Source: an optimization exercise on an open RTL-to-GDS flow (aim: small area, a short achievable clock period and few clock cycles). Production flows keep margins and buffers that such runs may drop. Function was checked by simulation only, so behaviour that the tests miss may differ from the original. Power and IR drop assume default switching activity.

==> design/flow/design.v <==
`timescale 1ns / 1ps
package itt_pkg;
	localparam int SLOTS    = 8;
	localparam int IDX_W    = (SLOTS > 1) ? $clog2(SLOTS) : 1;
	localparam int CNT_W    = $clog2(SLOTS + 1);
	localparam int TICK_W   = 32;
	localparam int PERIOD_W = 32;
	localparam int TPM_W    = 16;
	localparam int NEED_W   = PERIOD_W + TPM_W;
	localparam int TIDX_W   = 3;
	localparam int DATA_W   = 32;
	localparam int PADDR_W  = 3;
	localparam logic [PADDR_W-3:0] REG_TICKS_PER_MS = '0;
	localparam logic [TPM_W-1:0]   TPM_RESET        = 16'd1;
	localparam logic CMD_CREATE = 1'b0;
	localparam logic CMD_UPDATE = 1'b1;
endpackage
`timescale 1ns / 1ps
module itt_ram #(
	parameter int WIDTH = 32,
	parameter int DEPTH = 8
) (
	input  logic                                    clk,
	input  logic                                    we,
	input  logic [((DEPTH > 1) ? $clog2(DEPTH) : 1)-1:0] waddr,
	input  logic [WIDTH-1:0]                        wdata,
	input  logic [((DEPTH > 1) ? $clog2(DEPTH) : 1)-1:0] raddr,
	output logic [WIDTH-1:0]                        rdata
);
	logic [WIDTH-1:0] mem [DEPTH];
	always_ff @(posedge clk) begin
		if (we) begin
			mem[waddr] <= wdata;
		end
		rdata <= mem[raddr];
	end
endmodule
`timescale 1ns / 1ps
import itt_pkg::*;
module interval_task_timer_table (
	input  logic               clk,
	input  logic               arst_n,
	input  logic               item_valid,
	output logic               item_ready,
	input  logic               item_cmd,
	input  logic [TICK_W-1:0]  item_now_ticks,
	input  logic [PERIOD_W-1:0] item_period_ms,
	input  logic               item_periodic,
	output logic               result_valid,
	input  logic               result_ready,
	output logic [TIDX_W-1:0]  result_task_index,
	output logic               result_accepted,
	output logic               result_fired,
	output logic               result_last,
	input  logic               psel,
	input  logic               penable,
	input  logic               pwrite,
	input  logic [PADDR_W-1:0] paddr,
	input  logic [DATA_W-1:0]  pwdata,
	output logic [DATA_W-1:0]  prdata,
	output logic               pready
);
	localparam int MK  = 4;                   
	localparam int MCH = PERIOD_W / MK;       
	localparam int MCW = $clog2(MCH);
	logic [TPM_W-1:0] tpm_q;
	logic             cfg_wr;
	assign pready = 1'b1;
	assign cfg_wr = psel && penable && pwrite && paddr[PADDR_W-1:2] == REG_TICKS_PER_MS;
	assign prdata = (paddr[PADDR_W-1:2] == REG_TICKS_PER_MS) ?
		{{(DATA_W-TPM_W){1'b0}}, tpm_q} : '0;
	logic [TICK_W-1:0]   start_n_q  [SLOTS];    
	logic [PERIOD_W-1:0] period_q   [SLOTS];
	logic [2:0]          top_q      [SLOTS];    
	logic [TICK_W:0]     need_n_q   [SLOTS];    
	logic [SLOTS-1:0]    periodic_q;
	logic [SLOTS-1:0]    active_q;
	logic [CNT_W-1:0]    count_q;
	logic                a_v;
	logic                a_cmd;
	logic [TICK_W-1:0]   a_now;
	logic                g_v;
	logic [SLOTS-1:0]    g_mask;
	logic                g_le1;       
	logic [IDX_W-1:0]    g_idx;
	logic                g_acc;
	logic                qv0, qv1;
	logic [5:0]          q0, q1;
	logic [CNT_W-1:0]    m_issue;     
	logic [CNT_W-1:0]    m_done;      
	logic                need_ok;     
	logic [TICK_W-1:0]   m_acc;
	logic                m_sat;
	logic [SLOTS-1:0]    fire;
	logic                create_ok;
	logic                is_create;
	logic                g_emit;
	logic                g_fin;
	logic                exec;
	logic                do_create;
	assign create_ok = count_q < CNT_W'(SLOTS);
	assign is_create = a_cmd == CMD_CREATE;
	always_comb begin
		for (int i = 0; i < SLOTS; i++) begin
			logic [TICK_W-1:0] cs_s, cs_c;
			logic [TICK_W+2:0] y;
			logic [TICK_W:0]   w;
			cs_s = a_now ^ start_n_q[i] ^ need_n_q[i][TICK_W-1:0];
			cs_c = (a_now & start_n_q[i]) | (a_now & need_n_q[i][TICK_W-1:0]) |
				(start_n_q[i] & need_n_q[i][TICK_W-1:0]);
			y = {2'b0, cs_s, 1'b1} + {1'b0, cs_c, 2'b11};
			w = {1'b0, a_now} + {1'b0, start_n_q[i]} + 33'd1;
			fire[i] = active_q[i] && need_n_q[i][TICK_W] &&
				(y[TICK_W+2] || (!w[TICK_W] && y[TICK_W+1]));
		end
	end
	assign g_emit    = g_v && !(qv0 && qv1);
	assign g_fin     = g_emit && g_le1;
	assign exec      = a_v && (!g_v || g_fin) && (is_create || need_ok);
	assign do_create = exec && is_create && create_ok;
	assign item_ready = !a_v || exec;
	logic [SLOTS-1:0] g_low;
	logic [SLOTS-1:0] g_rest;
	logic [IDX_W-1:0] g_low_idx;
	logic [5:0]       g_beat;
	assign g_low  = g_mask & (~g_mask + 1'b1);
	assign g_rest = g_mask & ~g_low;
	always_comb begin
		g_low_idx = '0;
		for (int i = 0; i < SLOTS; i++) begin
			if (g_low[i]) g_low_idx |= IDX_W'(i);
		end
		if (g_mask != '0)
			g_beat = {TIDX_W'(g_low_idx), 1'b0, 1'b1, g_le1};
		else
			g_beat = {TIDX_W'(g_idx), g_acc, 1'b0, 1'b1};
	end
	logic [MCW-1:0]       l_ch;        
	logic                 l_first;     
	logic [MCW-1:0]       l_ci;        
	logic                 l_go;        
	logic                 c_v;         
	logic                 c_first;
	logic                 c_last;
	logic [MK-1:0]        l_chunk;
	logic                 p_v;
	logic                 p_first;
	logic                 p_last;
	logic [TPM_W+MK-1:0]  p_ps, p_pc;
	logic [TICK_W:0]      m_sum;
	logic                 m_nsat;
	logic                 m_wr;        
	logic                 w_v;         
	logic [CNT_W-1:0]     m_done_nx;
	logic [CNT_W-1:0]     count_nx;
	logic [PERIOD_W-1:0]  m_ld;
	assign m_ld  = period_q[m_issue[IDX_W-1:0]];
	assign l_ci  = l_first ? top_q[m_issue[IDX_W-1:0]] : l_ch;
	assign l_go  = m_issue != count_q;
	logic [MCW-1:0] in_top;
	always_comb begin
		in_top = '0;
		for (int c = 0; c < MCH; c++) begin
			if (item_period_ms[c*MK +: MK] != '0) in_top = MCW'(c);
		end
	end
	assign m_sum  = {1'b0, (p_first ? '0 : m_acc[TICK_W-MK-1:0]), {MK{1'b0}}} +
		{{(TICK_W-TPM_W-MK+1){1'b0}}, p_ps} + {{(TICK_W-TPM_W-MK+1){1'b0}}, p_pc};
	assign m_nsat = (!p_first && (m_sat || m_acc[TICK_W-1:TICK_W-MK] != '0)) ||
		m_sum[TICK_W];
	assign m_wr   = w_v;
	localparam int PW = TPM_W + MK;
	logic [PW-1:0] r0, r1, r2, r3, s1, c1, s2, c2, m_ps, m_pc;
	always_comb begin
		r0 = PW'(l_chunk[0] ? tpm_q : '0);
		r1 = PW'(l_chunk[1] ? tpm_q : '0) << 1;
		r2 = PW'(l_chunk[2] ? tpm_q : '0) << 2;
		r3 = PW'(l_chunk[3] ? tpm_q : '0) << 3;
		s1 = r0 ^ r1 ^ r2;
		c1 = ((r0 & r1) | (r0 & r2) | (r1 & r2)) << 1;
		s2 = s1 ^ c1 ^ r3;
		c2 = ((s1 & c1) | (s1 & r3) | (c1 & r3)) << 1;
		m_ps = s2;
		m_pc = c2;
	end
	always_ff @(posedge clk) begin
		if (l_go) begin
			l_chunk <= m_ld[l_ci*MK +: MK];
			c_first <= l_first;
			c_last  <= l_ci == '0;
			l_ch    <= l_ci - 1'b1;
		end
		if (c_v) begin
			p_ps    <= m_ps;
			p_pc    <= m_pc;
			p_first <= c_first;
			p_last  <= c_last;
		end
		if (p_v) begin
			m_acc <= m_sum[TICK_W-1:0];
			m_sat <= m_nsat;
		end
	end
	assign m_done_nx = cfg_wr ? '0 : m_done + CNT_W'(m_wr);
	assign count_nx  = count_q + CNT_W'(do_create);
	always_ff @(posedge clk or negedge arst_n) begin
		if (!arst_n) begin
			tpm_q   <= TPM_RESET;
			m_issue <= '0;
			m_done  <= '0;
			need_ok <= 1'b1;
			l_first <= 1'b1;
			c_v     <= 1'b0;
			p_v     <= 1'b0;
			w_v     <= 1'b0;
		end else begin
			m_done  <= m_done_nx;
			need_ok <= m_done_nx == count_nx;
			if (cfg_wr) begin
				tpm_q   <= pwdata[TPM_W-1:0];
				m_issue <= '0;
				l_first <= 1'b1;
				c_v     <= 1'b0;
				p_v     <= 1'b0;
				w_v     <= 1'b0;
			end else begin
				c_v <= l_go;
				p_v <= c_v;
				w_v <= p_v && p_last;
				if (l_go) begin
					l_first <= l_ci == '0;
					if (l_ci == '0) m_issue <= m_issue + 1'b1;
				end
			end
		end
	end
	always_ff @(posedge clk) begin
		if (m_wr) begin
			need_n_q[m_done[IDX_W-1:0]] <= ~{m_sat, m_acc};
		end
	end
	always_ff @(posedge clk) begin
		for (int i = 0; i < SLOTS; i++) begin
			if ((do_create && count_q == CNT_W'(i)) ||
			    (exec && !is_create && fire[i] && periodic_q[i])) begin
				start_n_q[i] <= ~a_now;
			end
			if (item_valid && item_ready && item_cmd == CMD_CREATE &&
			    count_nx == CNT_W'(i)) begin
				period_q[i]   <= item_period_ms;
				top_q[i]      <= in_top;
				periodic_q[i] <= item_periodic;
			end
		end
	end
	always_ff @(posedge clk or negedge arst_n) begin
		if (!arst_n) begin
			count_q  <= '0;
			active_q <= '0;
		end else begin
			count_q <= count_nx;
			if (do_create) begin
				active_q[count_q[IDX_W-1:0]] <= 1'b1;
			end else if (exec && !is_create) begin
				active_q <= active_q & ~(fire & ~periodic_q);
			end
		end
	end
	always_ff @(posedge clk) begin
		if (item_valid && item_ready) begin
			a_cmd      <= item_cmd;
			a_now      <= item_now_ticks;
		end
	end
	always_ff @(posedge clk or negedge arst_n) begin
		if (!arst_n) begin
			a_v <= 1'b0;
		end else if (item_ready) begin
			a_v <= item_valid;
		end
	end
	always_ff @(posedge clk or negedge arst_n) begin
		if (!arst_n) begin
			g_v    <= 1'b0;
			g_mask <= '0;
			g_le1  <= 1'b1;
			g_idx  <= '0;
			g_acc  <= 1'b0;
		end else begin
			if (exec) begin
				g_v <= 1'b1;
				if (is_create) begin
					g_mask <= '0;
					g_le1  <= 1'b1;
					g_idx  <= create_ok ? count_q[IDX_W-1:0] : '0;
					g_acc  <= create_ok;
				end else begin
					g_mask <= fire;
					g_le1  <= (fire & (fire - 1'b1)) == '0;
					g_idx  <= '0;
					g_acc  <= 1'b0;
				end
			end else if (g_emit) begin
				g_mask <= g_rest;
				g_le1  <= (g_rest & (g_rest - 1'b1)) == '0;
				if (g_fin) g_v <= 1'b0;
			end
		end
	end
	logic q_pop;
	assign q_pop = qv0 && result_ready;
	always_ff @(posedge clk or negedge arst_n) begin
		if (!arst_n) begin
			qv0 <= 1'b0;
			qv1 <= 1'b0;
		end else begin
			if (!qv0 || q_pop) begin
				qv0 <= qv1 || g_emit;
				qv1 <= qv1 && g_emit;
			end else begin
				qv1 <= qv1 || g_emit;
			end
		end
	end
	always_ff @(posedge clk) begin
		if (!qv0 || q_pop) begin
			q0 <= qv1 ? q1 : g_beat;
		end
		if (g_emit && (qv1 || (qv0 && !q_pop))) begin
			q1 <= g_beat;
		end
	end
	assign result_valid      = qv0;
	assign result_task_index = q0[5:3];
	assign result_accepted   = q0[2];
	assign result_fired      = q0[1];
	assign result_last       = q0[0];
endmodule
==> design/flow/flow/run.sh <==
#!/bin/bash
set -euo pipefail
bash standard.sh MATCH_CELL_FOOTPRINT=0 finish > flow.log 2>&1
==> design/flow/standard.sh <==
#!/bin/bash
# synth_recipe.tcl (not shown) runs the flow's synth.tcl, then flattens the netlist and writes it again
# the make line also repeats each setting of config.mk as NAME=value (left out here)
make -C /OpenROAD-flow-scripts/flow DESIGN_CONFIG=/design/flow/config.mk WORK_HOME=/design/flow/orfs CLKGATE_MAP_FILE= SYNTH_SCRIPT=/design/flow/synth_recipe.tcl "${@:-finish}"
==> design/flow/config.mk <==
export PLATFORM = sky130hd
export DESIGN_NAME = interval_task_timer_table
export DESIGN_NICKNAME = interval_task_timer_table
export VERILOG_FILES = /design/flow/design.v
export SDC_FILE = /design/flow/constraint.sdc
export NUM_CORES = 4
export LEC_CHECK = 0
export ABC_AREA = 1
export CAP_MARGIN = 20
export CORE_MARGIN = 2
export CORE_UTILIZATION = 40
export CTS_BUF_LIST = sky130_fd_sc_hd__clkbuf_16
export CTS_CLUSTER_DIAMETER = 70
export CTS_CLUSTER_SIZE = 25
export SETUP_SLACK_MARGIN = 4.5
export SLEW_MARGIN = 20
==> design/flow/constraint.sdc <==
create_clock -name core_clock -period 8.0 [get_ports {clk}]
set_input_delay 1.6000 -clock core_clock [delete_from_list [all_inputs] [get_ports {clk}]]
set_output_delay 1.6000 -clock core_clock [all_outputs]
set_load 0.01 [all_outputs]
==> results.cfg, run 1 <==
[flow_run]
maxCapViolCount = 0

[place]
dp_cells = 5875
place_ws_ns = 3.293
place.gp.congestion = 0.8491
dpl-instance-area_mm2 = 0.05621
dp_hpwl_mm = 89.39
portBuffers = 113

[timing]
period_minus_slack_ns = 3.769
slew_headroom = 0.4821
holdWs_ns = 0.4182
worst_pin_slew_ns = 0.7759
setup_tns_ns = 0
hold_viol_final = 0
fin_skew_ns = 0.05719
grt_setup_unrepaired = yes
setup_violations = 0
final.setup.worst_slack_ns = 4.231
drv_slew = 0
period_share = 0.4711
fmax_mhz = 265.3

[synth]
synth_cells = 4013
synth.largest_area_cell = edfxtp_1
synth-main-ff-cell = edfxtp_1
ys_async_sr_fraction = 0.05859
yosysSeqAreaShare = 0.5625
syn_area_mm2 = 0.05235
synth_xor_area_frac = 0.006024
synth_seq_cells = 990
yosys.area_share.simple = 0.08698
synth-edff-count = 932
synth_cell_types = 65
yosys.area_share.adder = 0.2373
synth_top_area_frac = 0.5347
yosys_warnings = 4
yosys-mux-area-fraction = 0
synth_compound_area_frac = 0.07517
synth_area_leaders = edfxtp_1, ha_1, fa_1, nand2_1, a21oi_1
synth_area_per_cell_um2 = 13.04
synth_top_family_by_area = adder cells

[route]
post_drt_wl_per_cell_um = 23.17
vias_per_cell = 5.325
wl_mm = 144.2
drcViolationCount = 0
vias = 33150
drtIter0Drc = 2887
detail-route-antenna-nets = 0
firstDrtPassIters = 5

[pwr]
leakage_nw = 24.77
vdd_drop_max_mv = 0.1974
power.density_mw_per_mm2 = 323.4
p_total_mw = 20.49

[worst_setup_path]
required_ns = 6.40
cp_max_fo = 4
start_kind = input port
critPathArrivalTime_ns = 2.17
cp-end-kind = primary output
worstSetupPathType = in -> out

[finish]
final_common_cell = edfxtp_1
drive_gt1_frac = 0.1693
final_util = 0.4886
fin_nets = 5348
finalNonFillerCells = 6226
design_area_mm2 = 0.06335
final_cell_mix = edfxtp_1, nand2_1, ha_1
area_growth_pct = 21.02

[clocking]
htree_levels = 3
cts_tree = done
holdBufCountCts = 0
clk_path_buf_depth = 3
clock-root-buffer = clkbuf_16
insertion_delay_ns = 0.70
clock-sinks = 990
clk_pin_slew_ns = 0.10
tritoncts.num_buffers = 75

[floorplanning]
dieArea_mm2 = 0.1338
fp.dieH_um = 365.8
rows = 132
io_pins = 149
initial_utilization = 0.4037
die_x_um = 365.8
core_mm2 = 0.1296

[grt]
grt_max_degree = 43
grt_remaining_overflow = 0
grt_usage = 0.2095
grt_pass1_vias = 33500
grt_pass1_wl_mm = 210.2
antenna_found_initial = 9

[hold_path]
hold_class = reg -> reg

[run_status]
status = complete, no violations
-- Yosys cell counts, types with 8 or more instances --
cell      number
o21a_1        15
ha_1         524
edfxtp_1     932
inv_1        335
buf_2         11
a31oi_1       24
nand2_1      673
clkbuf_1      40
a221oi_1      27
buf_4         19
o22ai_1       11
nand2_2        8
o21ai_1       10
a21oi_2       10
o211ai_1      19
nor2_1       189
dfrtp_1       54
nand3_1       88
nor4_1        27
fa_1         293
nor3_1        18
o21ai_0      150
xor2_1        22
xnor2_1       14
a21oi_1      301
nand4_1       52
a22o_1        37
-- flip-flops by register name, indices dropped and copies added (netlist names), 3 cells and up --
signal      count
l_ch            3
q1              6
p_pc           16
m_done          4
need_n_q      264
a_now          32
tpm_q          16
periodic_q      8
g_idx           3
period_q      256
m_issue         4
q0              6
g_mask          8
count_q         4
l_chunk         4
p_ps           19
m_acc          32
start_n_q     256
active_q        8
top_q          24
-- repair_timing --
action | in CTS | in global routing
cloned | 28 | 9
setup buffers | 104 | 71
gates resized for setup | 356 | 218
pin swaps | 92 | 180
setup endpoints to repair | 596 | 579
-- kinds of logic after synthesis --
group / Yosys count
AOI/OAI and AO/OA: 662
xor gates and xnor gates: 36
adders and majority gates: 817
buffers and inverters: 417
DFF: 990
other: 2
and+or+nand+nor: 1089
-- critical path, stage by stage --
cell,delay (ns)
buf_6,0.10
buf_12,0.13
clkbuf_16,0.15
nor2_4,0.08
buf_6,0.11
-- where the power goes --
part	leakage (nW)	internal, mW	switching [mW]	total (mW)
sequential	9.23	6.94	0.483	7.42
clock	1.30	2.01	2.14	4.16
combinational	14.2	3.41	5.50	8.91
-- per-layer routing --
layer / global-route usage / up-vias / part of all wire
met5: 0 / - / 0.00052
met2: 0.3503 / 966 / 0.49
met3: 0.02802 / 237 / 0.059
met1: 0.2795 / 16700 / 0.42
li1: - / 15240 / -
met4: 0.07549 / 12 / 0.034
-- worst paths after layout --
kind	startpoint	end	slack [ns]	depth (start not counted)
setup reg to reg	a_now[30]$_DFFE_PP_	start_n_q[7][16]$_DFFE_PP_	4.35	16
hold / removal	p_ps[2]$_DFFE_PP_	m_acc[2]$_DFFE_PP_	0.42	0
max in group asynchronous	arst_n	tpm_q[7]$_DFFE_PN0P_	6.09	2
hold reg to reg	p_ps[2]$_DFFE_PP_	m_acc[2]$_DFFE_PP_	0.42	0
min in group asynchronous	arst_n	g_mask[2]$_DFFE_PN0P_	0.85	1
setup / recovery	paddr[2]	prdata[7]	4.23	5
-- final cells by class --
type	count	area (um2)
Clock buffer	75	1877
Clock inverter	61	782.0
Tap cell	1742	2180
Timing Repair Buffer	392	4491
Multi-Input combinational cell	2622	23210
Inverter	342	1355
Sequential cell	990	29450
Fill cell	11130	66300
Antenna cell	2	5.005
Testbench counts, summed over its fixed seeds: cycles 5,442.
==> inputs of run 2 (changes only) <==
==> design/flow/run.sh (new file) <==
#!/bin/bash
# synth_recipe.tcl (not shown) runs the flow's synth.tcl, then flattens the netlist and writes it again
# the make line also repeats each setting of config.mk as NAME=value (left out here)
make -C /OpenROAD-flow-scripts/flow DESIGN_CONFIG=/design/flow/config.mk WORK_HOME=/design/flow/orfs CLKGATE_MAP_FILE= SYNTH_SCRIPT=/design/flow/synth_recipe.tcl finish
--- a/design/flow/config.mk
+++ b/design/flow/config.mk
@@ -12,5 +12,5 @@
 export CTS_BUF_LIST = sky130_fd_sc_hd__clkbuf_16
 export CTS_CLUSTER_DIAMETER = 70
 export CTS_CLUSTER_SIZE = 25
-export SETUP_SLACK_MARGIN = 4.5
+export SETUP_SLACK_MARGIN = 4.8
 export SLEW_MARGIN = 20
removed: design/flow/flow/run.sh
removed: design/flow/standard.sh
==> run 2 against run 1 <==
Effect of this change:
- still clean
- non-clock buffer count is 14 higher
- die area unchanged
- maximum frequency decreased by 0.19%
- total power is 2.9% higher
- routed wire length grew 1.8%
- clock skew shrank 0.013 ns
- highest routed layer unchanged
==> results.cfg, run 2 <==
[route]
drtIter0Drc = 2818
detail-route-antenna-nets = 0
firstDrtPassIters = 5
wl_mm = 146.8
post_drt_wl_per_cell_um = 23.50
drcViolationCount = 0
vias = 33300
vias_per_cell = 5.331

[worst_setup_path]
cp-end-kind = register
critPathArrivalTime_ns = 4.15
start_kind = register
crit_path_max_incr_delay_ns = 0.48
worstSetupPathType = reg -> reg
cp_slowest_cell = fa_1
critical_path.cell_chain = buf_12 -> buf_6 -> buf_8 -> fa_1 -> ha_4 -> nand3_2 -> inv_2 -> nand2_2 -> inv_2 -> nand4_1 -> a21oi_2 -> nor2_2 -> a21oi_2 -> a21oi_4 -> nor2_4 -> nand3_2 -> o21ai_4 -> buf_12 -> buf_16
cp_max_fo = 8
required_ns = 8.37

[place]
place_ws_ns = 3.476
dp_cells = 5875
portBuffers = 113
place.gp.congestion = 0.8542
dp_hpwl_mm = 89.10

[hold_path]
hold_class = reg -> reg

[pwr]
p_total_mw = 21.08
leakage_nw = 24.98
power.density_mw_per_mm2 = 330.5
vdd_drop_max_mv = 0.2002

[finish]
final_common_cell = edfxtp_1
area_growth_pct = 21.83
fillers = 11100
drive_gt1_frac = 0.1737
final_cell_mix = edfxtp_1, nand2_1, ha_1
fin_nets = 5366
largest_register_ffs = 264
finalNonFillerCells = 6247

[synth]
synth.largest_area_cell = edfxtp_1
ys_async_sr_fraction = 0.05859
synth_top_area_frac = 0.5347
synth_common_cells = edfxtp_1, nand2_1, ha_1
synth_area_per_cell_um2 = 13.04
synth-main-ff-cell = edfxtp_1
yosysSeqAreaShare = 0.5625
synth_area_leaders = edfxtp_1, ha_1, fa_1, nand2_1, a21oi_1
synth-edff-count = 932
synth_seq_cells = 990
synth_cell_types = 65
synth_cells = 4013
syn_area_mm2 = 0.05235
yosys_warnings = 4
synth.most_common_cell = edfxtp_1

[timing]
drv_slew = 0
hold_viol_final = 0
setup_tns_ns = 0
period_share = 0.4720
worst_pin_slew_ns = 0.9461
final.setup.worst_slack_ns = 4.224
grt_setup_unrepaired = yes
slew_headroom = 0.3693
fin_skew_ns = 0.04388
period_minus_slack_ns = 3.776
fmax_mhz = 264.9
holdWs_ns = 0.4238
setup_violations = 0

[clocking]
htree_levels = 3
cts_tree = done
clk_pin_slew_ns = 0.08
clock-root-buffer = clkbuf_16
tritoncts.num_buffers = 78
clock-sinks = 990
insertion_delay_ns = 0.69
clk_path_buf_depth = 3
holdBufCountCts = 0

[floorplanning]
core_mm2 = 0.1296
initial_utilization = 0.4037
fp.dieH_um = 365.8
dieArea_mm2 = 0.1338
die_x_um = 365.8
io_pins = 149
rows = 132

[grt]
gr-max-usage-layer = met2
grt_remaining_overflow = 0
grt_usage = 0.2153
antenna_found_initial = 5
grt_pass1_wl_mm = 214.8
grtUsageMet1 = 0.2870
grtUsageMet2 = 0.3588
grt_pass1_vias = 33520
globalRouteMet3Util = 0.03190
grt_max_degree = 59

[flow_run]
maxCapViolCount = 0

[run_status]
status = complete, no violations
==> run 2: cell counts after synthesis <==
Identical to the previous run, type by type.
==> run 2: worst paths after layout <==
check	start	to	slack (ns)	cells after the start
worst max-delay path	a_now[31]$_DFFE_PP_	start_n_q[4][18]$_DFFE_PP_	4.22	19
worst min-delay path	c_last$_DFFE_PP_	p_last$_DFFE_PP_	0.42	0
worst max register to register	a_now[31]$_DFFE_PP_	start_n_q[4][18]$_DFFE_PP_	4.22	19
worst min register to register	c_last$_DFFE_PP_	p_last$_DFFE_PP_	0.42	0
max in group asynchronous	arst_n	m_issue[2]$_DFFE_PN0P_	6.33	1
min in group asynchronous	arst_n	g_mask[7]$_DFFE_PN0P_	1.01	1
==> run 2: layout make-up <==
cell class              count  area (um2)  area share
clock inverters            63       772.0     0.01211
inverters                 342        1384     0.02170
repair buffers            406        4883     0.07658
repair inverters            1       8.758   0.0001373
diodes                      2       5.005  0.00007848
flip-flops and latches    990       29450      0.4618
multi-input cells        2622       23110      0.3625
well taps                1742        2180     0.03418
clock buffers              79        1977     0.03100
==> run 2: logic make-up after synthesis <==
logic type	share of synthesized area
xor+xnor	0.006023
compound gates	0.07517
fa+ha+maj	0.2373
flops	0.5625
simple gates	0.08698
buf+inv	0.03189
other cells	0.0001435
==> run 2: per-stage QoR <==
stage	util	area [um2]
after floorplan	-	52890
after detailed placement	0.4343	56310
after global placement	0.4343	56310
after global routing	0.4918	63770
after CTS	0.4796	62170
final	0.4919	63770
==> run 2: power breakdown <==
group / internal (mW) / switching, mW
logic: 3.72 / 5.71
registers: 6.94 / 0.469
clock network: 2.03 / 2.21
total: 12.7 / 8.39
==> run 2: per-layer routing <==
| metal | up-vias | wire length (um) |
|---|---|---|
| li1 | 15280 | - |
| met1 | 16700 | 61270 |
| met2 | 1046 | 70940 |
| met3 | 268 | 9118 |
| met4 | 8 | 5447 |
| met5 | - | 46 |
==> run 2: worst max-delay path, delay by kind of cell (launching register included) <==
family                   cells  cell delay [ns]
adder cells (fa/ha/maj)      2             0.78
AND/OR/NAND/NOR              6             0.66
flip-flops                   1             0.42
AO/OA/AOI/OAI                4             0.73
buffers and inverters        7             0.87
==> run 2: what timing repair did <==
action / CTS / global route
setup buffers: 126 / 65
setup endpoints to repair: 609 / 609
pin swaps: 149 / 135
resized for setup: 408 / 198
gates cloned: 28 / 9
==> inputs of run 3 (changes only) <==
--- a/design/flow/config.mk
+++ b/design/flow/config.mk
@@ -12,5 +12,5 @@
 export CTS_BUF_LIST = sky130_fd_sc_hd__clkbuf_16
 export CTS_CLUSTER_DIAMETER = 70
 export CTS_CLUSTER_SIZE = 25
-export SETUP_SLACK_MARGIN = 4.8
+export SETUP_SLACK_MARGIN = 4.6
 export SLEW_MARGIN = 20
==> run 3 against run 2 <==
Effect of this change:
- final cell count is 0.22% higher
- total power decreased by 0.81%
- largest power group unchanged
- worst hold slack gained 0.00098 ns
- sequential cell count stayed put
- core utilization increased by 0.073 points
- sequential power hardly changed
- critical path depth shrank 2
- clock skew fell by 0.00084 ns
- largest cell class unchanged
- first-iteration DRC count shrank 9.5%
- cell area rose by 0.15%
==> results.cfg, run 3 <==
[run_status]
status = complete, no violations

[clocking]
cts_tree = done
holdBufCountCts = 0
htree_levels = 3
clock-root-buffer = clkbuf_16
insertion_delay_ns = 0.70
tritoncts.num_buffers = 77
clock-sinks = 990
clk_pin_slew_ns = 0.09
clk_path_buf_depth = 3

[place]
dp_hpwl_mm = 91.60
place.gp.congestion = 0.8466
dpl-instance-area_mm2 = 0.05625
portBuffers = 113

[synth]
synth_cell_types = 65
synth_cells = 4013
synth.largest_area_cell = edfxtp_1
synth_seq_cells = 990
synth_area_per_cell_um2 = 13.04
synth-edff-count = 932
synth_area_leaders = edfxtp_1, ha_1, fa_1, nand2_1, a21oi_1
synth.most_common_cell = edfxtp_1
yosys_warnings = 4
synth_common_cells = edfxtp_1, nand2_1, ha_1
yosysSeqAreaShare = 0.5625
ys_async_sr_fraction = 0.05859
synth-main-ff-cell = edfxtp_1
synth_top_area_frac = 0.5347
syn_area_mm2 = 0.05235

[route]
firstDrtPassIters = 5
drcViolationCount = 0
vias_per_cell = 5.299
vias = 33180
detail-route-antenna-nets = 0
drtIter0Drc = 2551
post_drt_wl_per_cell_um = 23.65
wl_mm = 148.1

[worst_setup_path]
required_ns = 8.40
cp-end-kind = register
cp_max_fo = 8
critPathLaunch = a_now[29]$_DFFE_PP_
worstSetupPathType = reg -> reg
critPathArrivalTime_ns = 4.12
worstReg2RegStart = a_now[29]$_DFFE_PP_
start_kind = register
ff2ff_setup_slack_ns = 4.28

[grt]
grt_remaining_overflow = 0
grt_max_degree = 59
grt_usage = 0.2146
antenna_found_initial = 5
grt_pass1_wl_mm = 214.1
grt_pass1_vias = 33400

[timing]
drv_slew = 0
period_share = 0.4653
grt_setup_unrepaired = yes
setup_tns_ns = 0
fin_skew_ns = 0.04305
hold_viol_final = 0
worst_pin_slew_ns = 0.8578
slew_headroom = 0.4264
fmax_mhz = 268.6
period_minus_slack_ns = 3.723
setup_violations = 0

[floorplanning]
dieArea_mm2 = 0.1338
die_x_um = 365.8
io_pins = 149
rows = 132
fp.dieH_um = 365.8
core_mm2 = 0.1296
initial_utilization = 0.4037

[finish]
design_area_mm2 = 0.06387
fin_nets = 5380
largest_register_ffs = 264
area_growth_pct = 22.01
final_cell_mix = edfxtp_1, nand2_1, ha_1
num_antenna_cells = 0
final_common_cell = edfxtp_1
drive_gt1_frac = 0.1742

[hold_path]
hold_class = reg -> reg
hold_start = p_ps[0]$_SDFFCE_PN0P_

[pwr]
leakage_nw = 25.03
internal_power_mw = 12.58
p_sw_frac = 0.3985
p_clk_frac = 0.201
vdd_drop_max_mv = 0.3162
power.density_mw_per_mm2 = 327.4
power.share.sequential = 0.354
pwr-share-comb = 0.445
power.switching_mw = 8.332

[flow_run]
maxCapViolCount = 0
[run 3: cell counts after synthesis]
No cell type changed its count.
[run 3: logic make-up after synthesis]
| family | count (synthesis) | synth area share |
|---|---|---|
| simple gates | 1089 | 0.08698 |
| flops | 990 | 0.5625 |
| fa+ha+maj | 817 | 0.2373 |
| compound gates | 662 | 0.07517 |
| buf+inv | 417 | 0.03189 |
| xor+xnor | 36 | 0.006023 |
| other cells | 2 | 0.0001435 |
[run 3: power by group through the flow]
| stage | Combinational [mW] | Sequential [mW] | Clock (mW) |
|---|---|---|---|
| after floorplan | 4.73 | 7.55 | 0 |
| after global placement | 7.25 | 7.51 | 0 |
| after detailed placement | 7.43 | 7.53 | 0 |
| after CTS | 8.32 | 7.39 | 4.27 |
| after global routing | 10.3 | 7.49 | 4.45 |
| final | 9.31 | 7.40 | 4.20 |
[run 3: worst paths after layout]
kind | end | depth (start not counted)
worst max-delay path | start_n_q[3][18]$_DFFE_PP_ | 17
worst min-delay path | m_acc[0]$_DFFE_PP_ | 0
worst max register to register | start_n_q[3][18]$_DFFE_PP_ | 17
worst min register to register | m_acc[0]$_DFFE_PP_ | 0
max in group asynchronous | m_issue[2]$_DFFE_PN0P_ | 2
min in group asynchronous | qv1$_DFF_PN0_ | 2
[run 3: repair_timing]
| item | CTS | global route |
|---|---|---|
| gates resized for setup | 363 | 219 |
| buffers inserted | 96 | 106 |
| cloned | 28 | 14 |
| endpoints found under the setup margin | 602 | 570 |
| hold endpoints to repair | 0 | 0 |
| pin swaps | 101 | 143 |
[run 3: final cells by class]
class,count,area (um2)
Sequential cell,990,29450
Timing Repair Buffer,421,5086
Clock buffer,79,1977
Tap cell,1742,2180
Clock inverter,64,755.7
Inverter,342,1374
Multi-Input combinational cell,2622,23040
Timing Repair inverter,1,8.758
Fill cell,11060,65780
[run 3: per-layer routing]
layer  wire (um)  GRT usage  up-vias
li1            -          -    15290
met1       61940     0.2859    16730
met2       71310     0.3572      913
met3        8101    0.03085      237
met4        6723    0.07796        4
met5          28          0        -
[run 3: worst max-delay path, stage by stage (launching register included)]
cell,delay (ns)
edfxtp_1,0.44
buf_12,0.18
buf_4,0.14
fa_1,0.50
ha_1,0.32
nand2_1,0.09
nor2_4,0.12
nand4_1,0.24
a21oi_4,0.27
nor2_2,0.10
a21oi_2,0.19
a21oi_2,0.05
nor2_2,0.17
nand3_2,0.10
o21ai_4,0.11
buf_12,0.16
buf_12,0.11
buf_16,0.12
[run 3: metrics by stage]
step	hold slack, ns	total power, mW	std cells	utilization	setup slack (ns)
global placement	0.4040	14.77	5874	0.4338	2.971
CTS	0.4255	19.98	6141	0.4760	4.267
floorplan	0.4003	12.29	4028	-	3.766
detailed placement	0.4045	14.96	5874	0.4338	2.922
global route	0.4522	22.21	6261	0.4926	4.131
finish	0.4248	20.91	6261	0.4926	4.277
==> inputs of run 4 (changes only) <==
--- a/design/flow/config.mk
+++ b/design/flow/config.mk
@@ -8,9 +8,9 @@
 export ABC_AREA = 1
 export CAP_MARGIN = 20
 export CORE_MARGIN = 2
-export CORE_UTILIZATION = 40
+export CORE_UTILIZATION = 50
 export CTS_BUF_LIST = sky130_fd_sc_hd__clkbuf_16
 export CTS_CLUSTER_DIAMETER = 70
 export CTS_CLUSTER_SIZE = 25
-export SETUP_SLACK_MARGIN = 4.6
+export SETUP_SLACK_MARGIN = 4.5
 export SLEW_MARGIN = 20
==> run 4 against run 3 <==
Effect of this change:
- global-route usage grew 4.5 points
- maximum frequency rose by 1.4%
- sequential cell count unchanged
- critical path depth grew 2
- total power down 5.5%
- worst setup slack better by 0.052 ns
- largest cell class unchanged
- non-clock buffer count is 75 lower
- area after synthesis unchanged
- count of clock-buffer cells in the layout fell by 9
- final cell count fell by 7.2%
- register-to-register slack gained 0.05 ns
- clock power is 7.1% lower
==> results.cfg, run 4 <==
[finish]
area_growth_pct = 17.96
drive_gt1_frac = 0.1418
final_cell_mix = edfxtp_1, nand2_1, ha_1
num_antenna_cells = 0
largest_register_ffs = 264
fillers = 8075
fin_nets = 5296
final_common_cell = edfxtp_1
design_area_mm2 = 0.06175

[floorplanning]
core_mm2 = 0.1036
fp.dieH_um = 327.6
rows = 118
io_pins = 149
initial_utilization = 0.5050
die_x_um = 327.6
dieArea_mm2 = 0.1073

[timing]
fmax_mhz = 272.4
period_minus_slack_ns = 3.671
setup_violations = 0
worst_pin_slew_ns = 0.8961
setup_tns_ns = 0
grt_setup_unrepaired = yes
period_share = 0.4589
fin_skew_ns = 0.04913
slew_headroom = 0.4026
hold_viol_final = 0
drv_slew = 0

[synth]
synth_cells = 4013
synth_seq_cells = 990
synth_top_area_frac = 0.5347
synth_area_per_cell_um2 = 13.04
syn_area_mm2 = 0.05235
yosysSeqAreaShare = 0.5625
synth.largest_area_cell = edfxtp_1
synth-main-ff-cell = edfxtp_1
yosys_warnings = 4
ys_async_sr_fraction = 0.05859
synth.most_common_cell = edfxtp_1
synth_common_cells = edfxtp_1, nand2_1, ha_1
synth-edff-count = 932
synth_area_leaders = edfxtp_1, ha_1, fa_1, nand2_1, a21oi_1
synth_cell_types = 65

[route]
post_drt_wl_per_cell_um = 23.75
vias = 32810
drcViolationCount = 0
firstDrtPassIters = 5
vias_per_cell = 5.649
wl_mm = 137.9
detail-route-antenna-nets = 0
drtIter0Drc = 2680

[place]
dp_hpwl_mm = 90.16
dpl-instance-area_mm2 = 0.05577
place.gp.congestion = 0.8576
portBuffers = 113

[pwr]
vdd_drop_max_mv = 0.1858
power.density_mw_per_mm2 = 319.9
leakage_nw = 24.32

[clocking]
clk_path_buf_depth = 3
cts_tree = done
clk_pin_slew_ns = 0.09
clock-root-buffer = clkbuf_16
htree_levels = 3
insertion_delay_ns = 0.69
holdBufCountCts = 0
tritoncts.num_buffers = 69
clock-sinks = 990

[worst_setup_path]
worstSetupPathType = reg -> reg
required_ns = 8.38
critPathLaunch = a_now[17]$_DFFE_PP_
cp_max_fo = 17
start_kind = register
critPathArrivalTime_ns = 4.05
cp-end-kind = register
worstReg2RegStart = a_now[17]$_DFFE_PP_

[hold_path]
hold_start = p_ps[0]$_SDFFCE_PN0P_
hold_class = reg -> reg

[grt]
antenna_found_initial = 7
grt_pass1_vias = 32850
grt_pass1_wl_mm = 204.8
grt_usage = 0.2593
grt_remaining_overflow = 0
grt_max_degree = 59

[flow_run]
maxCapViolCount = 0

[run_status]
status = complete, no violations
## run 4: cell counts after synthesis
No cell type changed its count.
## run 4: worst max-delay path, cell delays in order (launching register included)
cell      delay (ns)
edfxtp_1        0.43
buf_12          0.19
fa_1            0.51
ha_1            0.32
nand2_1         0.05
inv_1           0.04
o21ai_0         0.06
nand2_1         0.06
nand2_1         0.05
o211ai_1        0.29
a21oi_1         0.17
nand2_2         0.10
nor2_2          0.05
o21ai_4         0.26
nand2_2         0.14
nor2_4          0.13
nand2_2         0.08
o21ai_4         0.08
buf_12          0.17
buf_16          0.16
## run 4: cell type report
class / instances / area, um2 / area share
Sequential cell: 990 / 29450 / 0.4769
Clock buffer: 70 / 1752 / 0.02837
Timing Repair Buffer: 346 / 4200 / 0.06803
Tap cell: 1380 / 1727 / 0.02796
Multi-Input combinational cell: 2622 / 22540 / 0.3650
Inverter: 342 / 1359 / 0.02201
Clock inverter: 58 / 726.9 / 0.01177
## run 4: where the power goes
group / switching [mW] / leakage (nW) / internal, mW / total (mW)
clock: 2.06 / 1.22 / 1.84 / 3.90
sequential: 0.457 / 9.23 / 6.94 / 7.39
combinational: 5.33 / 13.9 / 3.13 / 8.46
## run 4: through the flow
step             util  hold WS, ns  std cells  total power [mW]  setup WS (ns)
2_1_floorplan       -       0.4003       4028             12.28          3.766
3_3_place_gp   0.5381       0.4052       5513             14.72          3.377
3_5_place_dp   0.5381       0.4062       5513             14.89          3.323
4_1_cts        0.5867       0.4268       5768             19.45          4.314
5_1_grt        0.5957       0.4437       5808             21.06          4.177
6_report       0.5957       0.4287       5808             19.75          4.329
## run 4: what timing repair did
item	4_1_cts	5_1_grt
pin swaps	75	89
gates resized for setup	339	138
setup endpoints to repair	595	493
cloned	25	3
setup buffers	102	37
## run 4: worst paths after layout
check	end	slack (ns)	cells past startpoint
setup / recovery	start_n_q[6][18]$_DFFE_PP_	4.33	19
hold / removal	m_acc[0]$_DFFE_PP_	0.43	0
setup reg to reg	start_n_q[6][18]$_DFFE_PP_	4.33	19
hold reg to reg	m_acc[0]$_DFFE_PP_	0.43	0
max in group asynchronous	qv1$_DFF_PN0_	6.35	2
min in group asynchronous	tpm_q[1]$_DFFE_PN0P_	1.06	2
## run 4: cell families after synthesis
group / share of synthesized area
simple gates: 0.08698
flops: 0.5625
fa+ha+maj: 0.2373
compound gates: 0.07517
buf+inv: 0.03189
xor+xnor: 0.006023
other cells: 0.0001435
## run 4: layer usage
layer / wire (um) / track usage
met5: 23 / 0
met4: 3762 / 0.07280
met3: 8749 / 0.03924
met2: 65140 / 0.4181
met1: 60260 / 0.3679
==> inputs of run 5 (changes only) <==
--- a/design/flow/config.mk
+++ b/design/flow/config.mk
@@ -8,9 +8,10 @@
 export ABC_AREA = 1
 export CAP_MARGIN = 20
 export CORE_MARGIN = 2
-export CORE_UTILIZATION = 50
+export CORE_UTILIZATION = 40
 export CTS_BUF_LIST = sky130_fd_sc_hd__clkbuf_16
 export CTS_CLUSTER_DIAMETER = 70
 export CTS_CLUSTER_SIZE = 25
 export SETUP_SLACK_MARGIN = 4.5
 export SLEW_MARGIN = 20
+export TNS_END_PERCENT = 20
==> run 5 against run 4 <==
Effect of this change:
- still clean on timing, DRC and antenna
- sequential cell count stayed put
- count of clock-buffer cells in the layout up 10
- sequential power about the same
- worst hold slack got worse by 0.014 ns
- clock skew is 0.0080 ns lower
- global-route usage down 5.8 points
- critical path depth shrank 5
- clock power up 6.2%
- critical endpoint is now start_n_q[3][17]$_DFFE_PP_
==> results.cfg, run 5 <==
[synth]
syn_area_mm2 = 0.05235
yosysSeqAreaShare = 0.5625
synth_cell_types = 65
synth_area_per_cell_um2 = 13.04
synth.largest_area_cell = edfxtp_1
synth_common_cells = edfxtp_1, nand2_1, ha_1
synth_seq_cells = 990
synth_area_leaders = edfxtp_1, ha_1, fa_1, nand2_1, a21oi_1
synth_top_area_frac = 0.5347
synth-main-ff-cell = edfxtp_1
synth_cells = 4013
ys_async_sr_fraction = 0.05859
synth.most_common_cell = edfxtp_1
synth-edff-count = 932
yosys_warnings = 4

[timing]
slew_headroom = 0.3796
period_minus_slack_ns = 3.749
setup_violations = 0
drv_slew = 0
grt_setup_unrepaired = yes
final.setup.worst_slack_ns = 4.251
setup_tns_ns = 0
worst_pin_slew_ns = 0.9221
period_share = 0.4686
fmax_mhz = 266.7
hold_viol_final = 0
fin_skew_ns = 0.04117

[route]
vias = 32310
drcViolationCount = 0
routedLengthMet1_mm = 58.42
drtIter0Drc = 2744
detail-route-antenna-nets = 0
wl_mm = 138.4
post_drt_wl_per_cell_um = 22.53
firstDrtPassIters = 7
vias_per_cell = 5.259
met3_wirelength_mm = 8.557
highest_layer = met5
route.met2.wl_mm = 66.29

[floorplanning]
fp.dieH_um = 365.8
dieArea_mm2 = 0.1338
die_x_um = 365.8
rows = 132
core_mm2 = 0.1296
io_pins = 149
initial_utilization = 0.4037

[place]
dp_cells = 5875
portBuffers = 113
dp_hpwl_mm = 89.52
place_ws_ns = 3.072
place.gp.congestion = 0.8621

[pwr]
p_total_mw = 19.54
vdd_drop_max_mv = 0.2574
leakage_nw = 24.03
power.density_mw_per_mm2 = 319.9

[worst_setup_path]
cp-end-kind = register
worstSetupPathType = reg -> reg
critPathArrivalTime_ns = 4.14
required_ns = 8.39
start_kind = register
cp_max_fo = 16

[grt]
grt_remaining_overflow = 0
grt_pass1_wl_mm = 202.3
antenna_found_initial = 5
grt_pass1_vias = 32690
grt_usage = 0.2017
grt_max_degree = 59

[clocking]
insertion_delay_ns = 0.71
clock-sinks = 990
clock-root-buffer = clkbuf_16
htree_levels = 3
cts_tree = done
clk_path_buf_depth = 3
holdBufCountCts = 0
clk_pin_slew_ns = 0.09
tritoncts.num_buffers = 77

[finish]
drive_gt1_frac = 0.1166
fin_nets = 5260
final_cell_mix = edfxtp_1, nand2_1, ha_1
multi_input_area_mm2 = 0.02207
final_common_cell = edfxtp_1
fillers = 11350
area_growth_pct = 16.72
seq_area_mm2 = 0.02945
largest_register_ffs = 264
finalNonFillerCells = 6143

[hold_path]
hold_class = reg -> reg

[flow_run]
maxCapViolCount = 0

[run_status]
status = complete, no violations
## run 5: cell counts after synthesis
Identical to the previous run, type by type.
## run 5: stage by stage
stage | area, um2 | util | hold slack, ns
2_1_floorplan | 52560 | - | 0.4003
3_3_place_gp | 56130 | 0.4329 | 0.4002
3_5_place_dp | 56130 | 0.4329 | 0.4045
4_1_cts | 60200 | 0.4643 | 0.4131
5_1_grt | 61100 | 0.4713 | 0.4296
6_report | 61100 | 0.4713 | 0.4149
## run 5: per-layer routing
| layer | GRT usage | vias to the layer above |
|---|---|---|
| met2 | 0.3323 | 900 |
| met1 | 0.2675 | 16150 |
| met3 | 0.03635 | 193 |
| met4 | 0.07144 | 6 |
| met5 | 0 | - |
| li1 | - | 15060 |
## run 5: where the power goes
part,switching (mW),leakage (nW),internal [mW]
registers,0.447,9.23,6.94
logic,5.11,13.5,2.91
clock network,2.14,1.33,1.99
## run 5: kinds of logic after synthesis
kind of cell,after synthesis,synth area share
simple gates,1089,0.08698
flops,990,0.5625
fa+ha+maj,817,0.2373
compound gates,662,0.07517
buf+inv,417,0.03189
xor+xnor,36,0.006023
other cells,2,0.0001435
## run 5: repair_timing
action | CTS | global route
hold endpoints to repair | 0 | 0
cloned | 11 | 12
resized for setup | 205 | 101
setup buffers | 68 | 32
setup endpoints to repair | 498 | 584
pin swaps | 43 | 24
## run 5: worst max-delay path: stages, from the launching register on
cell	delay, ns
edfxtp_1	0.50
buf_12	0.20
fa_1	0.48
ha_1	0.29
nand2_1	0.07
nor2_1	0.24
nand4_1	0.20
a21oi_2	0.21
nor2_1	0.08
a21oi_1	0.19
a21oi_1	0.11
nor2_2	0.19
nand3_1	0.15
o21ai_4	0.13
bufbuf_16	0.37
## run 5: final timing paths
path / from / cells past startpoint / slack [ns] / to
max in group asynchronous: arst_n / 2 / 6.32 / m_issue[2]$_DFFE_PN0P_
worst max-delay path: a_now[30]$_DFFE_PP_ / 14 / 4.25 / start_n_q[3][17]$_DFFE_PP_
worst max register to register: a_now[30]$_DFFE_PP_ / 14 / 4.25 / start_n_q[3][17]$_DFFE_PP_
worst min register to register: c_first$_DFFE_PP_ / 0 / 0.41 / p_first$_DFFE_PP_
worst min-delay path: c_first$_DFFE_PP_ / 0 / 0.41 / p_first$_DFFE_PP_
min in group asynchronous: arst_n / 2 / 1.06 / qv1$_DFF_PN0_
## run 5: area by class of cell
type,instances,area share
Antenna cell,2,0.00008191
Tap cell,1742,0.03567
Multi-Input combinational cell,2622,0.3612
Timing Repair Buffer,302,0.05507
Sequential cell,990,0.4819
Clock buffer,80,0.03276
Inverter,342,0.02212
Clock inverter,63,0.01122
==> inputs of run 6 (changes only) <==
--- a/design/flow/config.mk
+++ b/design/flow/config.mk
@@ -14,4 +14,4 @@
 export CTS_CLUSTER_SIZE = 25
 export SETUP_SLACK_MARGIN = 4.5
 export SLEW_MARGIN = 20
-export TNS_END_PERCENT = 20
+export TNS_END_PERCENT = 5
==> run 6 against run 5 <==
Effect of this change:
- routed wire length is essentially flat
- clock power increased by 8.5%
- critical path depth decreased by 11
- via count is essentially flat
- first-iteration DRC count increased by 2.2%
- highest routed layer unchanged
- worst setup slack improved by 0.012 ns
- sequential power hardly changed
==> results.cfg, run 6 <==
[synth]
synth_cell_types = 65
syn_area_mm2 = 0.05235
synth_common_cells = edfxtp_1, nand2_1, ha_1
yosys.area_share.adder = 0.2373
synth_area_leaders = edfxtp_1, ha_1, fa_1, nand2_1, a21oi_1
yosysSeqAreaShare = 0.5625
yosys.area_share.simple = 0.08698
synth_area_per_cell_um2 = 13.04
synth_top_family_by_area = adder cells
synth_cells = 4013
synth_xor_area_frac = 0.006024
synth_seq_cells = 990
synth_compound_area_frac = 0.07517
synth-edff-count = 932
synth.largest_area_cell = edfxtp_1
yosys_warnings = 4
ys_async_sr_fraction = 0.05859
yosys-mux-area-fraction = 0
synth_top_area_frac = 0.5347
synth-main-ff-cell = edfxtp_1
synth.most_common_cell = edfxtp_1

[timing]
fin_skew_ns = 0.04269
period_minus_slack_ns = 3.737
setup_tns_ns = 0
hold_viol_final = 0
period_share = 0.4671
grt_setup_unrepaired = yes
setup_violations = 0
drv_slew = 0
slew_headroom = 0.3908
fmax_mhz = 267.6
worst_pin_slew_ns = 0.9116

[finish]
finalNonFillerCells = 6138
drive_gt1_frac = 0.1215
final_common_cell = edfxtp_1
design_area_mm2 = 0.06146
largest_register_ffs = 264
fillers = 11260
area_growth_pct = 17.40
fin_nets = 5252
final_cell_mix = edfxtp_1, nand2_1, ha_1
final_util = 0.4740

[pwr]
internal_power_mw = 12.05
p_total_mw = 19.84
pwr-share-comb = 0.402
power.share.sequential = 0.372
p_sw_frac = 0.3930
p_clk_frac = 0.226
leakage_nw = 24.10
power.density_mw_per_mm2 = 322.9
vdd_drop_max_mv = 0.2205
power.switching_mw = 7.798

[clocking]
clock-root-buffer = clkbuf_16
insertion_delay_ns = 0.70
htree_levels = 3
tritoncts.num_buffers = 80
clk_pin_slew_ns = 0.08
cts_tree = done
clock-sinks = 990
clk_path_buf_depth = 3

[route]
firstDrtPassIters = 5
post_drt_wl_per_cell_um = 22.56
drcViolationCount = 0
wl_mm = 138.5
vias = 32290
detail-route-antenna-nets = 0
vias_per_cell = 5.261
drtIter0Drc = 2805

[place]
portBuffers = 113
dp_hpwl_mm = 88.43
dp_cells = 5875
dpl-instance-area_mm2 = 0.05613
place.gp.congestion = 0.8500

[grt]
grt_max_degree = 59
antenna_found_initial = 3
grt_remaining_overflow = 0
grt_usage = 0.2008
grt_pass1_vias = 32770
grt_pass1_wl_mm = 203.3

[run_status]
status = complete, no violations

[worst_setup_path]
path_buf_inv = 2
start_kind = input port
crit_path_max_incr_delay_ns = 0.27
cp_top_family = buffers and inverters
required_ns = 6.40
cp_slowest_cell = clkdlybuf4s15_1
worstSetupPathType = in -> out
ff2ff_setup_slack_ns = 4.30
critPathArrivalTime_ns = 2.14
cp_max_fo = 5
cp-end-kind = primary output
critical_path.cell_chain = buf_16 -> nor2_1 -> clkdlybuf4s15_1

[flow_run]
maxCapViolCount = 0

[floorplanning]
dieArea_mm2 = 0.1338
fp.dieH_um = 365.8
die_x_um = 365.8
initial_utilization = 0.4037
rows = 132
core_mm2 = 0.1296
io_pins = 149

[hold_path]
hold_class = reg -> reg
## run 6: cell count changes in the layout (fill, tap and decap cells not counted), moves of 6 or more
cell       previous run  this run
bufinv_16             1         7
buf_4               116       104
buf_6                28        36
buf_12               29        22
a21oi_1             291       284
nor2_1              157       151
clkinv_4              0         8
## run 6: repair_timing
item                       CTS  global route
setup buffers               47            38
resized for setup          203           130
setup endpoints to repair  491           550
cloned                      12            15
pin swaps                   39            59
hold buffers                 0             0
## run 6: power groups by stage
| stage | combinational [mW] | sequential (mW) | clock, mW |
|---|---|---|---|
| finish | 7.98 | 7.38 | 4.49 |
| global route | 8.99 | 7.46 | 4.75 |
| CTS | 7.57 | 7.37 | 4.58 |
| detailed placement | 7.28 | 7.50 | 0 |
| global placement | 7.13 | 7.48 | 0 |
| floorplan | 4.69 | 7.56 | 0 |
## run 6: cells by family after synthesis
logic type / count (synthesis)
AND/OR/NAND/NOR: 1089
AO/OA/AOI/OAI: 662
XOR/XNOR: 36
other: 2
flip-flops: 990
adder cells (fa/ha/maj): 817
buffers and inverters: 417
## run 6: layer usage
metal,share of wire,GRT usage,up-vias
met1,0.43,0.2700,16190
met5,0.00017,0,-
met4,0.032,0.06699,4
met3,0.050,0.02500,186
li1,-,-,15040
met2,0.49,0.3369,868
## run 6: worst paths after layout
kind | startpoint | cells after the start | endpoint
setup / recovery | paddr[2] | 3 | prdata[1]
hold / removal | c_first$_DFFE_PP_ | 0 | p_first$_DFFE_PP_
setup reg to reg | a_now[31]$_DFFE_PP_ | 17 | start_n_q[7][26]$_DFFE_PP_
hold reg to reg | c_first$_DFFE_PP_ | 0 | p_first$_DFFE_PP_
max in group asynchronous | arst_n | 2 | m_issue[2]$_DFFE_PN0P_
min in group asynchronous | arst_n | 2 | g_mask[3]$_DFFE_PN0P_
## run 6: through the flow
stage / hold slack (ns) / worst slack, ns
after global placement: 0.4025 / 3.112
after floorplan: 0.4003 / 3.764
after CTS: 0.4263 / 4.218
after detailed placement: 0.4061 / 3.058
final: 0.4261 / 4.263
after global routing: 0.4341 / 4.197
## run 6: cell type report
cell class / instances / area (um2) / share of cell area
sequential: 990 / 29450 / 0.4792
multi-input combinational: 2622 / 22180 / 0.3609
timing repair buffer: 291 / 3299 / 0.05369
tap: 1742 / 2180 / 0.03547
clock buffer: 80 / 2002 / 0.03258
inverter: 342 / 1343 / 0.02185
clock inverter: 70 / 1006 / 0.01637
antenna: 1 / 2.502 / 0.00004072
## run 6: worst reg2reg max path, cell delays in order, from the launching register on
cell and delay (ns):
edfxtp_1 0.43, buf_12 0.18, fa_1 0.50, ha_4 0.30, nand2_2 0.08, nor2_4 0.15
nand4_1 0.23, buf_4 0.23, a21oi_4 0.15, nor2_1 0.07, nand3_2 0.11, nor2_1 0.06
o21ai_2 0.23, nand3_4 0.11, o22ai_4 0.13, buf_12 0.16, buf_12 0.11, buf_16 0.15
==> inputs of run 7 (changes only) <==
--- a/design/flow/config.mk
+++ b/design/flow/config.mk
@@ -12,6 +12,6 @@
 export CTS_BUF_LIST = sky130_fd_sc_hd__clkbuf_16
 export CTS_CLUSTER_DIAMETER = 70
 export CTS_CLUSTER_SIZE = 25
-export SETUP_SLACK_MARGIN = 4.5
+export SETUP_SLACK_MARGIN = 4.4
 export SLEW_MARGIN = 20
 export TNS_END_PERCENT = 5
==> run 7 against run 6 <==
Effect of this change:
- worst hold slack hardly changed
- total power is 0.82% lower
- combinational power is 2% lower
- count of clock-buffer cells in the layout stayed put
- core utilization is 0.32 points lower
- maximum frequency is 1.5% higher
- sequential power hardly changed
- worst setup slack better by 0.057 ns
- first-iteration DRC count is 3.2% lower
- sequential cell count stayed put
- clock power hardly changed
- critical path type is now reg -> reg
- largest power group unchanged
==> results.cfg, run 7 <==
[floorplanning]
core_mm2 = 0.1296
initial_utilization = 0.4037
die_x_um = 365.8
dieArea_mm2 = 0.1338
rows = 132
io_pins = 149
fp.dieH_um = 365.8

[hold_path]
hold_start = c_first$_DFFE_PP_
hold_class = reg -> reg

[worst_setup_path]
cp_max_fo = 8
cp-end-kind = register
worstReg2RegStart = a_now[29]$_DFFE_PP_
critPathArrivalTime_ns = 4.06
required_ns = 8.38
start_kind = register
worstSetupPathType = reg -> reg
critPathLaunch = a_now[29]$_DFFE_PP_

[synth]
synth_common_cells = edfxtp_1, nand2_1, ha_1
synth-edff-count = 932
syn_area_mm2 = 0.05235
synth_seq_cells = 990
synth_area_leaders = edfxtp_1, ha_1, fa_1, nand2_1, a21oi_1
ys_async_sr_fraction = 0.05859
synth.most_common_cell = edfxtp_1
yosysSeqAreaShare = 0.5625
synth.largest_area_cell = edfxtp_1
synth_top_area_frac = 0.5347
yosys_warnings = 4
synth-main-ff-cell = edfxtp_1
synth_cell_types = 65
synth_cells = 4013
synth_area_per_cell_um2 = 13.04

[timing]
setup_violations = 0
grt_setup_unrepaired = yes
setup_tns_ns = 0
period_share = 0.4600
fin_skew_ns = 0.04350
period_minus_slack_ns = 3.680
worst_pin_slew_ns = 0.9063
fmax_mhz = 271.7
slew_headroom = 0.3943
hold_viol_final = 0
drv_slew = 0

[finish]
fin_nets = 5229
final_util = 0.4708
drive_gt1_frac = 0.1151
finalNonFillerCells = 6114
area_growth_pct = 16.61
largest_register_ffs = 264
num_antenna_cells = 0
final_common_cell = edfxtp_1
final_cell_mix = edfxtp_1, nand2_1, ha_1

[grt]
antenna_found_initial = 3
grt_pass1_wl_mm = 202.1
grt_remaining_overflow = 0
grt_usage = 0.1994
grt_pass1_vias = 32610
grt_max_degree = 59

[clocking]
clock-root-buffer = clkbuf_16
tritoncts.num_buffers = 80
insertion_delay_ns = 0.70
clk_pin_slew_ns = 0.08
clk_path_buf_depth = 3
clock-sinks = 990
htree_levels = 3
cts_tree = done
holdBufCountCts = 0

[route]
drtIter0Drc = 2715
vias_per_cell = 5.253
detail-route-antenna-nets = 0
post_drt_wl_per_cell_um = 22.41
vias = 32110
firstDrtPassIters = 5
wl_mm = 137.0
drcViolationCount = 0

[pwr]
leakage_nw = 23.93
power.density_mw_per_mm2 = 322.4
vdd_drop_max_mv = 0.2174

[place]
dp_hpwl_mm = 88.43
dp_cells = 5875
place.gp.congestion = 0.8500
portBuffers = 113

[flow_run]
maxCapViolCount = 0

[run_status]
status = complete, no violations
[run 7: cell types whose count changed in the layout (fill, tap and decap cells not counted), sizes merged]
| cell | before | now |
|---|---|---|
| clkdlybuf4s15 | 2 | 1 |
| diode | 1 | 0 |
| clkbuf | 91 | 90 |
| inv | 365 | 366 |
| clkinvlp | 13 | 12 |
| buf | 184 | 163 |
[run 7: cell type report]
type                    count  area (um2)
fillers                 11310       68610
flip-flops and latches    990       29450
multi-input cells        2622       22100
repair buffers            268        2969
well taps                1742        2180
clock buffers              80        2002
inverters                 342        1339
clock inverters            70        1006
[run 7: per-layer routing]
metal / global-route usage / part of all wire / vias up
li1: - / - / 14980
met1: 0.2691 / 0.43 / 16090
met2: 0.3337 / 0.48 / 865
met3: 0.02481 / 0.051 / 181
met4: 0.06651 / 0.032 / 4
met5: 0 / 0.00018 / -
[run 7: where the power goes]
part / switching, mW / total [mW] / leakage, nW / internal (mW)
logic: 5.04 / 7.83 / 13.3 / 2.78
registers: 0.440 / 7.38 / 9.23 / 6.94
clock network: 2.25 / 4.48 / 1.44 / 2.23
[run 7: logic make-up (layout without fill, tap and decap cells)]
family / after synthesis / count (layout) / synth area share
simple gates: 1089 / 1090 / 0.08698
compound gates: 662 / 662 / 0.07517
other cells: 2 / 17 / 0.0001435
xor+xnor: 36 / 36 / 0.006023
fa+ha+maj: 817 / 817 / 0.2373
buf+inv: 417 / 760 / 0.03189
flops: 990 / 990 / 0.5625
[run 7: worst max-delay path, cell delays in order, from the launching register on]
cell	delay, ns
edfxtp_1	0.43
buf_12	0.17
fa_1	0.49
ha_1	0.31
nand2_1	0.09
nor2_4	0.13
nand4_1	0.22
buf_4	0.23
a21oi_4	0.15
nor2_1	0.07
nand3_2	0.11
nor2_1	0.06
o21ai_2	0.24
nand3_4	0.11
o22ai_4	0.13
buf_12	0.16
buf_12	0.11
buf_16	0.15
[run 7: metrics by stage]
| stage | power [mW] | instance area, um2 | hold slack [ns] | worst slack, ns |
|---|---|---|---|---|
| 2_1_floorplan | 12.25 | 52560 | 0.4003 | 3.764 |
| 3_3_place_gp | 14.61 | 56130 | 0.4025 | 3.112 |
| 3_5_place_dp | 14.78 | 56130 | 0.4061 | 3.058 |
| 6_report | 19.68 | 61040 | 0.4262 | 4.320 |
| 4_1_cts | 19.48 | 59990 | 0.4263 | 4.218 |
| 5_1_grt | 21.05 | 61040 | 0.4341 | 4.204 |
[run 7: worst paths after layout]
| check | to | slack [ns] | depth (start not counted) |
|---|---|---|---|
| max reg2reg | start_n_q[7][26]$_DFFE_PP_ | 4.32 | 17 |
| max | start_n_q[7][26]$_DFFE_PP_ | 4.32 | 17 |
| min in group asynchronous | g_mask[3]$_DFFE_PN0P_ | 1.07 | 2 |
| max in group asynchronous | m_issue[2]$_DFFE_PN0P_ | 6.29 | 2 |
| min reg2reg | p_first$_DFFE_PP_ | 0.43 | 0 |
| min | p_first$_DFFE_PP_ | 0.43 | 0 |
[run 7: timing repair]
item,4_1_cts,5_1_grt
resized for setup,170,126
setup buffers,35,31
endpoints found under the setup margin,451,508
pin swaps,23,60
cloned,10,13
==> inputs of run 8 (changes only) <==
--- a/design/flow/config.mk
+++ b/design/flow/config.mk
@@ -10,8 +10,8 @@
 export CORE_MARGIN = 2
 export CORE_UTILIZATION = 40
 export CTS_BUF_LIST = sky130_fd_sc_hd__clkbuf_16
-export CTS_CLUSTER_DIAMETER = 70
-export CTS_CLUSTER_SIZE = 25
-export SETUP_SLACK_MARGIN = 4.4
+export CTS_CLUSTER_DIAMETER = 80
+export CTS_CLUSTER_SIZE = 30
+export SETUP_SLACK_MARGIN = 4.5
 export SLEW_MARGIN = 20
 export TNS_END_PERCENT = 5
==> run 8 against run 7 <==
Effect of this change:
- total power fell by 2.2%
- maximum frequency rose by 0.39%
- die area did not move
- core utilization rose by 0.22 points
- final cell count rose by 0.31%
- sequential share of layout area fell by 0.22 points
- worst setup slack improved by 0.014 ns
- clock skew fell by 0.0020 ns
- still clean on timing, DRC and antenna
==> results.cfg, run 8 <==
[clocking]
clock-sinks = 990
tritoncts.num_buffers = 58
insertion_delay_ns = 0.71
cts_tree = done
htree_levels = 2
clk_path_buf_depth = 3
clock-root-buffer = clkbuf_16
clk_pin_slew_ns = 0.11

[pwr]
leakage_nw = 24.02
vdd_drop_max_mv = 0.1841
p_total_mw = 19.26
power.density_mw_per_mm2 = 314.0

[floorplanning]
die_x_um = 365.8
rows = 132
initial_utilization = 0.4037
io_pins = 149
core_mm2 = 0.1296
fp.dieH_um = 365.8
dieArea_mm2 = 0.1338

[run_status]
status = complete, no violations

[synth]
synth_common_cells = edfxtp_1, nand2_1, ha_1
ys_async_sr_fraction = 0.05859
syn_area_mm2 = 0.05235
yosys_warnings = 4
yosysSeqAreaShare = 0.5625
synth-edff-count = 932
synth_seq_cells = 990
synth_cell_types = 65
synth_cells = 4013
synth_area_leaders = edfxtp_1, ha_1, fa_1, nand2_1, a21oi_1
synth.largest_area_cell = edfxtp_1
synth_top_area_frac = 0.5347
synth.most_common_cell = edfxtp_1
synth_area_per_cell_um2 = 13.04
synth-main-ff-cell = edfxtp_1

[timing]
hold_viol_final = 0
setup_tns_ns = 0
setup_violations = 0
period_minus_slack_ns = 3.666
drv_slew = 0
final.setup.worst_slack_ns = 4.334
period_share = 0.4582
grt_setup_unrepaired = yes
fmax_mhz = 272.8
slew_headroom = 0.4027
fin_skew_ns = 0.04154
worst_pin_slew_ns = 0.8946

[worst_setup_path]
cp_max_fo = 5
start_kind = input port
cp-end-kind = primary output
critPathArrivalTime_ns = 2.07
required_ns = 6.40
worstSetupPathType = in -> out

[route]
vias = 32350
drcViolationCount = 0
wl_mm = 139.1
firstDrtPassIters = 8
detail-route-antenna-nets = 0
vias_per_cell = 5.274
drtIter0Drc = 2759
post_drt_wl_per_cell_um = 22.69

[place]
portBuffers = 113
dp_hpwl_mm = 88.43
place_ws_ns = 3.058
place.gp.congestion = 0.8500

[finish]
fin_nets = 5266
drive_gt1_frac = 0.1299
final_cell_mix = edfxtp_1, nand2_1, ha_1
fillers = 11310
largest_register_ffs = 264
final_common_cell = edfxtp_1
area_growth_pct = 17.15

[grt]
grt_remaining_overflow = 0
antenna_found_initial = 4
grt_max_degree = 59
grt_pass1_wl_mm = 201.8
grt_pass1_vias = 32310
grt_usage = 0.1998

[hold_path]
hold_class = reg -> reg

[flow_run]
maxCapViolCount = 0
==> run 8: worst max-delay path, cell delays in order <==
cell    delay (ns)
buf_16        0.12
buf_4         0.14
nor2_4        0.09
buf_6         0.10
==> run 8: area by class of cell <==
type	instances	area (um2)	share of cell area
clock buffers	59	1476	0.02408
flip-flops and latches	990	29450	0.4802
repair buffers	327	3727	0.06078
inverters	342	1343	0.02189
clock inverters	49	709.4	0.01157
diodes	2	5.005	0.00008162
multi-input cells	2622	22430	0.3658
well taps	1742	2180	0.03554
==> run 8: cell families (layout without fill, tap and decap cells) <==
logic type               Yosys count  count (layout)  synth area share
AO/OA/AOI/OAI                    662             662           0.07517
buffers and inverters            417             777           0.03189
XOR/XNOR                          36              36          0.006023
other                              2              19         0.0001435
adder cells (fa/ha/maj)          817             817            0.2373
flip-flops                       990             990            0.5625
AND/OR/NAND/NOR                 1089            1090           0.08698
==> run 8: report_power, final <==
part           switching, mW  total, mW  internal [mW]
clock                   2.02       3.64           1.62
combinational           5.20       8.23           3.04
sequential             0.447       7.38           6.93
==> run 8: repair_timing <==
item | CTS | global route
buffers inserted | 46 | 72
pin swaps | 42 | 112
gates cloned | 13 | 17
hold endpoints to repair | 0 | 0
endpoints found under the setup margin | 479 | 549
gates resized for setup | 216 | 186
hold buffers | 0 | 0
==> run 8: worst paths after layout <==
| kind | depth (start not counted) | startpoint | slack, ns | endpoint |
|---|---|---|---|---|
| worst max-delay path | 4 | paddr[2] | 4.33 | prdata[14] |
| worst min-delay path | 0 | c_first$_DFFE_PP_ | 0.43 | p_first$_DFFE_PP_ |
| worst max register to register | 16 | a_now[31]$_DFFE_PP_ | 4.34 | start_n_q[7][24]$_DFFE_PP_ |
| worst min register to register | 0 | c_first$_DFFE_PP_ | 0.43 | p_first$_DFFE_PP_ |
| max in group asynchronous | 2 | arst_n | 6.31 | tpm_q[10]$_DFFE_PN0P_ |
| min in group asynchronous | 2 | arst_n | 1.07 | g_mask[3]$_DFFE_PN0P_ |
==> run 8: metal layers <==
metal / track usage / wire length [um] / vias to the layer above
met4: 0.06627 / 4921 / 2
met5: 0 / 15 / -
met2: 0.3361 / 67780 / 875
met3: 0.02002 / 7238 / 187
li1: - / - / 15020
met1: 0.2713 / 59180 / 16260
==> run 8: metrics by stage <==
step / cell area [um2] / std cells / hold slack, ns / utilization
floorplan: 52560 / 4028 / 0.4003 / -
global placement: 56130 / 5875 / 0.4025 / 0.4329
detailed placement: 56130 / 5875 / 0.4061 / 0.4329
CTS: 59580 / 6042 / 0.4331 / 0.4596
global route: 61320 / 6132 / 0.4413 / 0.4729
finish: 61320 / 6133 / 0.4322 / 0.4730

==> static timing again, ports no longer ideal <==
No port has a modelled driver above. Below, the same layouts with a new extraction and two added sets of constraints. Step 1 (the two cells are an assumption about what drives the block):
set clk [get_ports {clk}]
set_driving_cell -lib_cell sky130_fd_sc_hd__clkbuf_16 $clk
set_driving_cell -lib_cell sky130_fd_sc_hd__buf_2 [delete_from_list [all_inputs] $clk]
Step 2 also shifts input and output timing later by t, the mid clock arrival at the registers, as if the neighbouring blocks saw the same clock. Slacks: ideal ports / drivers / drivers and shift; pairs: ideal ports / drivers.
run	shift t [ns]	setup slack, ns	latest minus earliest clock arrival (ns)
run 1	0.746	4.231 / 4.201 / 4.084	0.059 / 0.059
run 2	0.746	4.224 / 4.223 / 4.223	0.044 / 0.044
run 3	0.748	4.277 / 4.250 / 3.969	0.048 / 0.048
run 4	0.742	4.329 / 4.300 / 3.872	0.050 / 0.049
run 5	0.758	4.251 / 4.172 / 4.142	0.041 / 0.041
run 6	0.754	4.263 / 4.070 / 4.070	0.043 / 0.043
run 7	0.756	4.320 / 4.297 / 4.149	0.043 / 0.044
run 8	0.767	4.334 / 4.118 / 4.118	0.044 / 0.044
After both steps every run listed still meets setup and hold. The setup slack of run 4, which loses most, moves by -0.029 ns with the drivers and by -0.457 ns with both steps.
